Source: an optimization exercise on an open RTL-to-GDS flow (aim: small area and a short achievable clock period). Production flows keep margins and buffers that such runs may drop. Only simulation tests tie the RTL to the original design; equivalence was not proved.

File: design.v
module dds_gain_decimator #(
  parameter  int DATA_W     = 32,
  parameter  int GAIN_W     = 16,
  parameter  int DECIM_W    = 8,
  parameter  int FIFO_DEPTH = 8,
  localparam int LVL_W      = $clog2(FIFO_DEPTH) + 1,
  localparam int PTR_W      = $clog2(FIFO_DEPTH)
) (
  input  logic                  clock,
  input  logic                  reset,
  input  logic                  io_en,
  input  logic [DATA_W-1:0]     io_in_value,
  input  logic [GAIN_W-1:0]     io_gain,
  input  logic [DECIM_W-1:0]    io_decim,
  output logic                 io_out_valid,
  output logic [DATA_W-1:0]     io_out_bits,
  input  logic                  io_out_ready,
  output logic [LVL_W-1:0]      io_level,
  output logic [15:0]           io_overflow_cnt
);
  localparam int PROD_W = DATA_W + GAIN_W;
  localparam logic [LVL_W-1:0] FULL_LVL = LVL_W'(FIFO_DEPTH);
  localparam logic [DATA_W-1:0] SAT_MAX = {1'b0, {(DATA_W-1){1'b1}}};
  localparam logic [DATA_W-1:0] SAT_MIN = {1'b1, {(DATA_W-1){1'b0}}};
  logic signed [PROD_W-1:0] in_ext, gain_ext, prod, prod_sh;
  logic [PROD_W-DATA_W:0]   prod_hi;
  logic [DATA_W-1:0]        gained;
  logic [DATA_W-1:0]        s1;
  logic                     s1_valid;
  always_comb begin
    in_ext   = {{GAIN_W{io_in_value[DATA_W-1]}}, io_in_value};
    gain_ext = {{DATA_W{io_gain[GAIN_W-1]}}, io_gain};
    prod     = in_ext * gain_ext;
    prod_sh  = prod >>> (GAIN_W - 1);
    prod_hi  = prod_sh[PROD_W-1:DATA_W-1];
    if ((prod_hi == '0) || (prod_hi == '1)) gained = prod_sh[DATA_W-1:0];
    else if (prod_sh[PROD_W-1])             gained = SAT_MIN;
    else                                    gained = SAT_MAX;
  end
  always_ff @(posedge clock or negedge reset) begin
    if (!reset) begin
      s1       <= '0;
      s1_valid <= 1'b0;
    end else begin
      s1       <= gained;
      s1_valid <= io_en;
    end
  end
  logic [DECIM_W-1:0] cnt, d_q, d_eff;
  logic               emit;
  logic               dec_valid;
  logic [DATA_W-1:0]  dec_data;
  always_comb begin
    d_eff = (cnt == '0) ? io_decim : d_q;
    emit  = s1_valid && (cnt == d_eff);
  end
  always_ff @(posedge clock or negedge reset) begin
    if (!reset) begin
      cnt       <= '0;
      d_q       <= '0;
      dec_valid <= 1'b0;
      dec_data  <= '0;
    end else begin
      dec_valid <= emit;
      if (emit) dec_data <= s1;
      if (s1_valid) begin
        if (cnt == '0) d_q <= io_decim;
        cnt <= emit ? '0 : cnt + 1'b1;
      end
    end
  end
  logic [DATA_W-1:0] mem [FIFO_DEPTH];
  logic [PTR_W-1:0]  wr_ptr, rd_ptr, rd_nx;
  logic [LVL_W-1:0]  level, level_nx;
  logic [DATA_W-1:0] bits_q, head_nx;
  logic              pop, full, push_ok, drop;
  always_comb begin
    pop     = (level != '0) && io_out_ready;
    full    = (level == FULL_LVL);
    push_ok = dec_valid && (!full || pop);
    drop    = dec_valid && full && !pop;
    rd_nx   = pop ? rd_ptr + 1'b1 : rd_ptr;
    level_nx = level;
    case ({push_ok, pop})
      2'b10:   level_nx = level + 1'b1;
      2'b01:   level_nx = level - 1'b1;
      default: level_nx = level;
    endcase
    if (level_nx == '0)                   head_nx = '0;
    else if (push_ok && wr_ptr == rd_nx)  head_nx = dec_data;
    else                                  head_nx = mem[rd_nx];
  end
  always_ff @(posedge clock) begin
    if (push_ok) mem[wr_ptr] <= dec_data;
  end
  always_ff @(posedge clock or negedge reset) begin
    if (!reset) begin
      wr_ptr          <= '0;
      rd_ptr          <= '0;
      level           <= '0;
      bits_q          <= '0;
      io_overflow_cnt <= '0;
    end else begin
      if (push_ok) wr_ptr <= wr_ptr + 1'b1;
      rd_ptr <= rd_nx;
      level  <= level_nx;
      bits_q <= head_nx;
      if (drop && io_overflow_cnt != '1) io_overflow_cnt <= io_overflow_cnt + 1'b1;
    end
  end
  assign io_out_valid = (level != '0);
  assign io_out_bits  = bits_q;
  assign io_level     = level;
endmodule
File: run.sh
#!/bin/bash
# synth_recipe.tcl (not shown) runs the flow's synth.tcl, then flattens the netlist and writes it again
# the make line also repeats each setting of config.mk as NAME=value (left out here)
make -C /OpenROAD-flow-scripts/flow DESIGN_CONFIG=/design/flow/config.mk WORK_HOME=/design/flow/orfs CLKGATE_MAP_FILE= SYNTH_SCRIPT=/design/flow/synth_recipe.tcl finish
File: config.mk
export PLATFORM = sky130hd
export DESIGN_NAME = dds_gain_decimator
export DESIGN_NICKNAME = dds_gain_decimator
export VERILOG_FILES = /design/flow/design.v
export SDC_FILE = /design/flow/constraint.sdc
export NUM_CORES = 4
export LEC_CHECK = 0
export CAP_MARGIN = 20
export CORE_MARGIN = 2
export CORE_UTILIZATION = 40
export SLEW_MARGIN = 20
File: constraint.sdc
create_clock -name core_clock -period 8.0 [get_ports {clock}]
set_input_delay 1.6000 -clock core_clock [delete_from_list [all_inputs] [get_ports {clock}]]
set_output_delay 1.6000 -clock core_clock [all_outputs]
set_load 0.01 [all_outputs]
==> run notes <==
- Total GRT Usage: 18.8%
- H-tree depth: 2
- Antenna Violating Nets Remaining: 0
- Clock Tree Root: clkbuf_16
- Syn_area_per_cell: 11.6 um2
- Final min period: 7.79 ns
- Placeable Area: 81700 um2
- Post-synth EDFFs: 256
- Chip width: 291 um
- Ports: 113
- HP Class: reg -> reg
- Net Count, Synth: 3493
- Initial core utilization: 40.2%
- Row count: about 110
- Period utilization: a little over nine tenths
- Ys Warns: 1
- Most frequent cells in the layout: inv_1 (580), fa_1 (484), nand2_1 (325)
- Async S/R FF share, synth: 35.4%
- Share of cells above drive strength 1: 15.6%
- Max-slew violations: 0
- Status: finished clean
- CP Class: in -> reg
- Initial antenna violation count: 2
- DR pass1 iterations: 5
- Finished Layout Cells: 4239
- WL final: 77600 um
- Clock buffer count from CTS: 35
- Fin. Hold Viols: 0
- Syn Inst Count: 2828
- Filler cells: 7371
- Clk Latency, worst-skew pair: 0.54 ns
- CTS tree: done
- Global-route wire length before repair: 126000 um
- Fin area: slightly below 40000 um2
- Synth unique cells: 77
- Commonest non-fill, non-tap cell in the layout: inv_1
- RD Place Congestion: 0.902
- Crit end category: flip-flop
- Arr. time, crit path: 8.21 ns
- Clock buffer depth: 3
- Slowest cell delay on critical path: 0.54 ns
- Largest net degree at the start of global routing: 97
- Number of vias per cell: 4.93
- CP Max Fanout: 8
- Max-cap violations: 0
- Final core area utilization: 47.2%
- Worst endpoint required time: roughly 8.4 ns
- Die Ht: 291 um
- Clk sinks: 396
- Die area: 84500 um2
- Max Clk Rate: between 0.1 and 0.15 GHz
- # DRC: 0
- Placed cell areas: approximately 37000 um2
- Port bufs: 112
- Seq/Total Area, Yosys: ~34%
- Drt first-iter violations: 1299
- Hold_buf cts: 0
- Slew @ Worst Pin: 1.02 ns
- Min Hold Slack: 0.476 ns
- Crit path launch type: primary input
- DPL Wire Length: 59400 um
- Reg clk slew, reported paths: ~0.06 ns
- Area Overhead vs Synth: 17.4%
- Total gr overflow: 0
- Layout Nets: 3808
- Critical path's slowest cell: fa_1
- Cell area after synthesis: ~33000 um2
- Headroom to the max-slew limit: 31.9%
- Most used cell, CP: fa_1
- Cell family with most CP delay: adder cells
- Post-synth top flop: edfxtp_1
- WL per Instance: approximately 18 um
- Final setup viols: 0
- Clock Skew: about 0.026 ns
- Via Count: 20900
- Vias in the first global route: roughly 23000
- # diodes: 0
- Seq cells post-synth: 396
- Critical path buffer and inverter count: 8
- R2r setup slk: 3.81 ns
- Placed cell count: approximately 4200
[final timing paths]
path,start,to,cells after the start
max in group asynchronous,reset,io_overflow_cnt[14],2
hold / removal,s1[0],dec_data[0],1
min in group asynchronous,reset,bits_q[23],1
setup reg to reg,level[0],bits_q[19],9
setup / recovery,io_gain[4],s1[26],25
hold reg to reg,s1[0],dec_data[0],1
[cell usage after synthesis, types with 5 or more instances]
master	number	share of area, %
a31oi_1	5	0.095
and2_1	186	3.5
a211oi_1	35	0.80
buf_1	5	0.057
a21oi_1	44	0.67
a21o_1	17	0.39
nor2_1	86	0.98
nand2b_1	8	0.15
mux2_1	5	0.17
o211ai_1	5	0.11
ha_1	119	4.5
and3_1	8	0.15
buf_4	8	0.18
buf_2	14	0.21
o21a_1	10	0.23
dfrtp_1	140	11
nand3_1	11	0.17
mux4_2	64	4.4
nand4_1	26	0.49
fa_1	486	30
or3_1	7	0.13
mux2_2	37	1.3
nor2b_1	6	0.11
edfxtp_1	256	23
o21ai_0	39	0.59
inv_1	580	6.6
xnor2_1	46	1.2
nand2_1	325	3.7
clkbuf_1	95	1.1
nor3_1	11	0.17
mux2i_1	42	1.3
xor2_1	32	0.85
o21ai_1	7	0.11
[kinds of logic after synthesis]
family | Yosys count | synth area share [%]
buffers and inverters | 710 | 8.36
and+or+nand+nor | 696 | 10.2
adders and majority gates | 606 | 34.2
DFF | 396 | 34.0
AOI/OAI and AO/OA | 193 | 3.95
muxes | 148 | 7.10
xor gates and xnor gates | 79 | 2.16
[flip-flops by register name, summed over array words and instances (netlist names)]
name	count
mem	256
io_overflow_cnt	16
s1	32
wr_ptr	3
dec_data	32
dec_valid	1
d_q	8
s1_valid	1
rd_ptr	3
bits_q	32
cnt	8
level	4
[through the flow]
| stage | setup WS [ns] | setup TNS (ns) |
|---|---|---|
| 3_5_place_dp | -0.395 | -9.43 |
| 4_1_cts | 0.147 | 0 |
| 3_3_place_gp | -0.359 | -7.39 |
| 2_1_floorplan | 0.285 | 0 |
| 5_1_grt | -0.00798 | -0.0147 |
| 6_report | 0.208 | 0 |
[final cells by class]
| cell class | instances | area [um2] | area share [%] |
|---|---|---|---|
| Multi-Input combinational cell | 1722 | 19100 | 49.5 |
| Sequential cell | 396 | 11200 | 29.0 |
| Timing Repair Buffer | 406 | 3720 | 9.65 |
| Inverter | 582 | 2180 | 5.66 |
| Tap cell | 1070 | 1340 | 3.47 |
| Clock buffer | 48 | 956 | 2.48 |
| Clock inverter | 15 | 105 | 0.272 |
[layer usage]
metal,vias up,wire length (um),GRT usage (%)
li1,9521,-,-
met2,509,38700,32.9
met5,-,0,0
met1,10800,33900,25.3
met3,81,3530,1.76
met4,0,1490,4.13
[what timing repair did]
| item | 4_1_cts | 5_1_grt |
|---|---|---|
| setup buffers | 0 | 1 |
| resized for setup | 0 | 22 |
| endpoints found under the setup margin | 0 | 31 |
[worst register-to-register path, cell delays in order, from the launching register on]
cell and delay [ns]:
dfrtp_1 0.46, or4_1 0.60, nand2_1 0.32, mux2i_4 0.29
buf_4 0.80, xor2_1 0.15, nand4_1 0.14, buf_4 0.63
nor2_1 0.12, a211oi_1 0.53

afterwards: timing with drivers on the ports:
No port has a modelled driver above. Below, the same layout with a new extraction and two added sets of constraints. Step 1 (the two cells are an assumption about what drives the block):
set clk [get_ports {clock}]
set_driving_cell -lib_cell sky130_fd_sc_hd__clkbuf_16 $clk
set_driving_cell -lib_cell sky130_fd_sc_hd__buf_2 [delete_from_list [all_inputs] $clk]
Step 2 adds t to the input delays and takes it off the output delays; t is the mean of the earliest and latest rising clock arrival at the registers after step 1. Input paths then give back, and output paths get back, about the clock's delay inside the block. Slacks: ideal / step 1 / step 2; pairs: ideal / step 1.
shift t [ns]: 0.584
setup slack, ns: 0.208 / 0.241 / -0.343
latest minus earliest clock arrival (ns): 0.026 / 0.026
worst data-port slew with drivers (ns): 0.05
Met with ideal ports but missed after step 2: setup timing in this run. For this run, drivers alone change the setup slack by +0.033 ns; drivers and shift together by -0.551 ns.
